Source: an optimization exercise on an open RTL-to-GDS flow (aim: small area, a short achievable clock period and few clock cycles). Production flows keep margins and buffers that such runs may drop. Where RTL was checked, it was by simulation tests only, not by an equivalence proof against the original. Power and IR drop assume default switching activity.

## job 8135
==> flow/design.v <==
`default_nettype none
package shell_pkg;
    localparam int ADDR_W     = 20;
    localparam int DATA_W     = 32;
    localparam int STRB_W     = DATA_W / 8;
    localparam int N_IRQ      = 16;
    localparam int MGMT_OFS_W = 16;
    localparam logic [ADDR_W-1:0] REGION0_BASE = 20'h0_0000;
    localparam logic [ADDR_W-1:0] REGION0_MASK = 20'hC_0000;
    localparam logic [ADDR_W-1:0] REGION1_BASE = 20'h4_0000;
    localparam logic [ADDR_W-1:0] REGION1_MASK = 20'hF_0000;
    localparam logic [ADDR_W-1:0] REGION2_BASE = 20'h5_0000;
    localparam logic [ADDR_W-1:0] REGION2_MASK = 20'hF_0000;
    localparam logic [MGMT_OFS_W-1:0] FW_CTRL_OFS    = 16'h0000;
    localparam logic [MGMT_OFS_W-1:0] FW_BLOCKED_OFS = 16'h0004;
    localparam int EMU_NREGS      = 16;
    localparam int EMU_IRQ_IDX    = 0;
    localparam int EMU_FINISH_IDX = 1;
    typedef enum logic [1:0] {
        RESP_OKAY   = 2'd0,
        RESP_SLVERR = 2'd2,
        RESP_DECERR = 2'd3
    } axil_resp_e;
    typedef enum logic [1:0] {
        REG_EMU,
        REG_CLKGEN,
        REG_MGMT,
        REG_NONE
    } region_e;
    typedef enum logic [1:0] {
        ST_IDLE,
        ST_REQ,
        ST_WAIT,
        ST_RESP
    } xact_state_e;
    typedef struct packed {
        logic [ADDR_W-1:0] addr;
        logic              write;
        logic [DATA_W-1:0] wdata;
        logic [STRB_W-1:0] wstrb;
    } axil_req_t;
    typedef struct packed {
        logic [DATA_W-1:0] rdata;
        axil_resp_e        resp;
    } axil_rsp_t;
endpackage
`default_nettype wire
`default_nettype none
module shell_decode (
    input  logic [19:0] addr,
    input  logic        decouple,
    input  logic [15:0] vld,
    output logic        in_emu,
    output logic        in_mgmt,
    output logic        ofs_ctrl,
    output logic        ofs_blk,
    output logic        emu_ok,
    output logic        emu_blk,
    output logic [15:0] row,        
    output logic [15:0] sel_soft,   
    output logic [15:0] sel_lo,     
    output logic [15:0] sel_b0      
);
    assign in_emu   = (addr[19:18] == 2'b00);
    assign in_mgmt  = (addr[19:16] == 4'h5);
    assign ofs_ctrl = in_mgmt && (addr[15:0] == 16'h0000);
    assign ofs_blk  = in_mgmt && (addr[15:0] == 16'h0004);
    assign emu_ok   = in_emu && !decouple;
    assign emu_blk  = in_emu && decouple;
    for (genvar i = 0; i < 16; i++) begin : g_row
        assign row[i] = emu_ok && (addr[5:2] == i);
    end
    assign sel_soft = row & vld;
    assign sel_lo   = row & (vld | 16'h0001);
    assign sel_b0   = row & (vld | 16'h0003);
endmodule
`default_nettype wire
`default_nettype none
module shell_read (
    input  logic [15:0]  sel_soft,
    input  logic [15:0]  sel_lo,
    input  logic [15:0]  sel_b0,
    input  logic [511:0] regs,       
    input  logic         sel_cnt,
    input  logic [31:0]  cnt,
    input  logic         ctrl_bit,   
    output logic [31:0]  rdata
);
    for (genvar k = 0; k < 32; k++) begin : g_bit
        logic [15:0] col;
        logic [15:0] sel;
        for (genvar i = 0; i < 16; i++) begin : g_col
            assign col[i] = regs[32*i + k];
        end
        if (k == 0)
            assign sel = sel_b0;
        else if (k < 16)
            assign sel = sel_lo;
        else
            assign sel = sel_soft;
        if (k == 0)
            assign rdata[k] = (|(col & sel)) | (sel_cnt & cnt[k]) | ctrl_bit;
        else
            assign rdata[k] = (|(col & sel)) | (sel_cnt & cnt[k]);
    end
endmodule
`default_nettype wire
`default_nettype none
module shell_wen (
    input  logic [15:0] row,
    input  logic        go,          
    input  logic [3:0]  wstrb,
    input  logic [15:0] vld,
    output logic [15:0] wrow,        
    output logic [63:0] en_soft,     
    output logic [7:0]  en_hard      
);
    assign wrow = row & {16{go}};
    for (genvar i = 0; i < 16; i++) begin : g_reg
        for (genvar b = 0; b < 4; b++) begin : g_byte
            assign en_soft[4*i + b] = wrow[i] && (wstrb[b] || !vld[i]);
            if (i < 2) begin : g_hard
                assign en_hard[4*i + b] = wrow[i] && wstrb[b];
            end
        end
    end
endmodule
`default_nettype wire
`default_nettype none
module shell_top (
    input  logic        aclk,
    input  logic        aresetn,
    input  logic        req_valid_i,
    input  logic [56:0] req_i,
    output logic        req_ready_o,
    output logic        rsp_valid_o,
    output logic [33:0] rsp_o,
    input  logic        rsp_ready_i,
    output logic [15:0] irq_o,
    output logic        finish_o
);
    logic [19:0] addr;
    logic        wr;
    logic [31:0] wdata;
    logic [3:0]  wstrb;
    logic [3:0]  idx;
    assign addr  = req_i[56:37];
    assign wr    = req_i[36];
    assign wdata = req_i[35:4];
    assign wstrb = req_i[3:0];
    assign idx   = addr[5:2];
    localparam logic [31:0] HARD0 = 32'h0000_FFFF;   
    localparam logic [31:0] HARD1 = 32'h0000_0001;   
    logic        rsp_valid_q;
    logic        rsp_idle_q;     
    logic        rsp_free;       
    logic [33:0] rsp_q;
    logic        decouple_q;
    logic [31:0] blocked_cnt_q;
    logic        blocked_inc_q;
    logic [31:0] blocked_cnt;    
    logic [15:0] vld_q;
    logic [31:0] dat_q [16];
    logic        accept;
    logic        in_emu, in_mgmt, ofs_ctrl, ofs_blk;
    logic        emu_ok, emu_blk;
    logic [15:0] row;            
    logic [15:0] sel_soft, sel_lo, sel_b0;
    logic [511:0] regs_flat;
    logic [31:0] rdata;
    logic [1:0]  resp;
    shell_decode u_decode (
        .addr     (addr),
        .decouple (decouple_q),
        .vld      (vld_q),
        .in_emu   (in_emu),
        .in_mgmt  (in_mgmt),
        .ofs_ctrl (ofs_ctrl),
        .ofs_blk  (ofs_blk),
        .emu_ok   (emu_ok),
        .emu_blk  (emu_blk),
        .row      (row),
        .sel_soft (sel_soft),
        .sel_lo   (sel_lo),
        .sel_b0   (sel_b0)
    );
    assign req_ready_o = rsp_idle_q || rsp_ready_i;
    assign rsp_free    = !rsp_valid_q || rsp_ready_i;
    assign accept      = req_valid_i && rsp_free;
    assign rsp_valid_o = rsp_valid_q;
    assign rsp_o       = rsp_q;
    for (genvar i = 0; i < 16; i++) begin : g_flat
        assign regs_flat[32*i +: 32] = dat_q[i];
    end
    shell_read u_read (
        .sel_soft (sel_soft),
        .sel_lo   (sel_lo),
        .sel_b0   (sel_b0),
        .regs     (regs_flat),
        .sel_cnt  (ofs_blk),
        .cnt      (blocked_cnt),
        .ctrl_bit (ofs_ctrl && decouple_q),
        .rdata    (rdata)
    );
    assign resp[1] = !(emu_ok || ofs_ctrl || ofs_blk);
    assign resp[0] = !(in_emu || in_mgmt);
    always_ff @(posedge aclk or negedge aresetn) begin
        if (!aresetn) begin
            rsp_valid_q <= 1'b0;
            rsp_idle_q  <= 1'b1;
        end else if (rsp_free) begin
            rsp_valid_q <= req_valid_i;
            rsp_idle_q  <= !req_valid_i;
        end
    end
    always_ff @(posedge aclk) begin
        if (rsp_free)
            rsp_q <= {rdata, resp};
    end
    assign blocked_cnt = blocked_cnt_q + {31'b0, blocked_inc_q};
    always_ff @(posedge aclk or negedge aresetn) begin
        if (!aresetn) begin
            decouple_q    <= 1'b0;
            blocked_inc_q <= 1'b0;
            blocked_cnt_q <= '0;
        end else begin
            if (accept && ofs_ctrl && wr && wstrb[0])
                decouple_q <= wdata[0];
            blocked_inc_q <= accept && emu_blk;
            blocked_cnt_q <= blocked_cnt;
        end
    end
    logic [31:0] wmask;
    logic [31:0] wval;
    logic [15:0] wrow;
    for (genvar b = 0; b < 4; b++) begin : g_mask
        assign wmask[8*b +: 8] = {8{wstrb[b]}};
    end
    assign wval = wdata & wmask;
    logic [63:0] en_soft;
    logic [7:0]  en_hard;
    shell_wen u_wen (
        .row     (row),
        .go      (accept && wr),
        .wstrb   (wstrb),
        .vld     (vld_q),
        .wrow    (wrow),
        .en_soft (en_soft),
        .en_hard (en_hard)
    );
    always_ff @(posedge aclk or negedge aresetn) begin
        if (!aresetn)
            vld_q <= '0;
        else
            vld_q <= vld_q | wrow;
    end
    for (genvar i = 0; i < 16; i++) begin : g_reg
        for (genvar k = 0; k < 32; k++) begin : g_bit
            if ((i == 0 && HARD0[k]) || (i == 1 && HARD1[k])) begin : g_hard
                always_ff @(posedge aclk or negedge aresetn) begin
                    if (!aresetn)
                        dat_q[i][k] <= 1'b0;
                    else if (en_hard[4*i + k/8])
                        dat_q[i][k] <= wdata[k];
                end
            end else begin : g_soft
                always_ff @(posedge aclk) begin
                    if (en_soft[4*i + k/8])
                        dat_q[i][k] <= wval[k];
                end
            end
        end
    end
    assign irq_o    = dat_q[0][15:0];
    assign finish_o = dat_q[1][0];
endmodule
`default_nettype wire
clock: 5.0 ns
lec_check: 0
cap_margin: 20
core_margin: 2
core_utilization: 40
place_density: 0.6
setup_slack_margin: 2.5
slew_margin: 20
synth_hierarchical: 1
synth_minimum_keep_size: 0
standard.sh (not shown) runs the stock make flow with config.mk's settings and CLKGATE_MAP_FILE= SYNTH_SCRIPT=/design/flow/synth_recipe.tcl, a recipe that flattens the netlist after the stock synthesis.
==> flow/flow/run.sh <==
#!/bin/bash
# The standard layout, with plain buffers (not delay cells) on the ports
# and a clock tree of smaller buffers without dummy loads.
set -euo pipefail
export BUFFER_PORTS_ARGS="-buffer_cell sky130_fd_sc_hd__buf_2"
export CTS_ARGS="-sink_clustering_enable -repair_clock_nets -dont_use_dummy_load -buf_list {sky130_fd_sc_hd__clkbuf_8} -sink_clustering_size 16 -sink_clustering_max_diameter 60"
bash standard.sh > standard.log 2>&1
#### Input delta (job 8530 over job 8135)
--- a/flow/design.v
+++ b/flow/design.v
@@ -101,29 +101,8 @@
         if (k == 0)
             assign rdata[k] = (|(col & sel)) | (sel_cnt & cnt[k]) | ctrl_bit;
         else
             assign rdata[k] = (|(col & sel)) | (sel_cnt & cnt[k]);
-    end
-endmodule
-`default_nettype wire
-`default_nettype none
-module shell_wen (
-    input  logic [15:0] row,
-    input  logic        go,          
-    input  logic [3:0]  wstrb,
-    input  logic [15:0] vld,
-    output logic [15:0] wrow,        
-    output logic [63:0] en_soft,     
-    output logic [7:0]  en_hard      
-);
-    assign wrow = row & {16{go}};
-    for (genvar i = 0; i < 16; i++) begin : g_reg
-        for (genvar b = 0; b < 4; b++) begin : g_byte
-            assign en_soft[4*i + b] = wrow[i] && (wstrb[b] || !vld[i]);
-            if (i < 2) begin : g_hard
-                assign en_hard[4*i + b] = wrow[i] && wstrb[b];
-            end
-        end
     end
 endmodule
 `default_nettype wire
 `default_nettype none
@@ -236,19 +215,9 @@
     for (genvar b = 0; b < 4; b++) begin : g_mask
         assign wmask[8*b +: 8] = {8{wstrb[b]}};
     end
     assign wval = wdata & wmask;
-    logic [63:0] en_soft;
-    logic [7:0]  en_hard;
-    shell_wen u_wen (
-        .row     (row),
-        .go      (accept && wr),
-        .wstrb   (wstrb),
-        .vld     (vld_q),
-        .wrow    (wrow),
-        .en_soft (en_soft),
-        .en_hard (en_hard)
-    );
+    assign wrow = row & {16{accept && wr}};
     always_ff @(posedge aclk or negedge aresetn) begin
         if (!aresetn)
             vld_q <= '0;
         else
@@ -259,14 +228,14 @@
             if ((i == 0 && HARD0[k]) || (i == 1 && HARD1[k])) begin : g_hard
                 always_ff @(posedge aclk or negedge aresetn) begin
                     if (!aresetn)
                         dat_q[i][k] <= 1'b0;
-                    else if (en_hard[4*i + k/8])
+                    else if (wrow[i] && wstrb[k/8])
                         dat_q[i][k] <= wdata[k];
                 end
             end else begin : g_soft
                 always_ff @(posedge aclk) begin
-                    if (en_soft[4*i + k/8])
+                    if (wrow[i] && (wstrb[k/8] || !vld_q[i]))
                         dat_q[i][k] <= wval[k];
                 end
             end
         end
==> run summary <==
Across job 8135 and job 8530, the outcome is the same: a clean finish for every run.
Clock distribution area overhead in the final layout: job 8135 vs job 8530, no meaningful difference
Going from job 8135 to job 8530, cell depth of the worst flop-to-flop path grows by 3.
Job 8530 vs job 8135: count of clock-net buffers in the final layout up by a few percent
Sort job 8135 and job 8530 by overall power desc -> top: job 8530
Compared with job 8135, in job 8530 number of antenna violations at the first check in global routing went up by 1; design area rose 230 um2; via count went down.
Taking job 8135 as the reference, in job 8530 global-route wire length before repair saw an increase, synthesized cell count shows a reduction of 14.
Job 8135 → job 8530: number of buffers other than clock buffers in the final layout moved down, worst setup slack after layout went up.
Testbench counts of job 8530, summed over its fixed seeds: cycles 2,408.
Only the layout flow was run in job 8135; the RTL was not checked for function there.

==> port drivers added, routing unchanged <==
Ports are ideal in the flow. The routed layouts listed here were re-timed in OpenROAD. Step 1 (the two cells are an assumption about what drives the block):
set clk [get_ports {aclk}]
set_driving_cell -lib_cell sky130_fd_sc_hd__clkbuf_16 $clk
set_driving_cell -lib_cell sky130_fd_sc_hd__buf_2 [delete_from_list [all_inputs] $clk]
Step 2 adds t to the input delays and takes it off the output delays; t is the mean of the earliest and latest rising clock arrival at the registers after step 1. Input paths then give back, and output paths get back, about the clock's delay inside the block. a / b / c = ideal ports / drivers / drivers and shift; a / b = the first two.
run | t (ns) | setup WS [ns] | clock arrival spread, ns | pins driven straight from the clock port
job 8135 | 0.665 | 2.384 / 2.411 / 1.745 | 0.089 / 0.089 | 1
job 8530 | 0.686 | 2.414 / 2.449 / 1.763 | 0.078 / 0.078 | 1
After both steps setup and hold are still met in every run listed. The setup slack of job 8530, which loses most, moves by +0.035 ns with the drivers and by -0.651 ns with both steps.
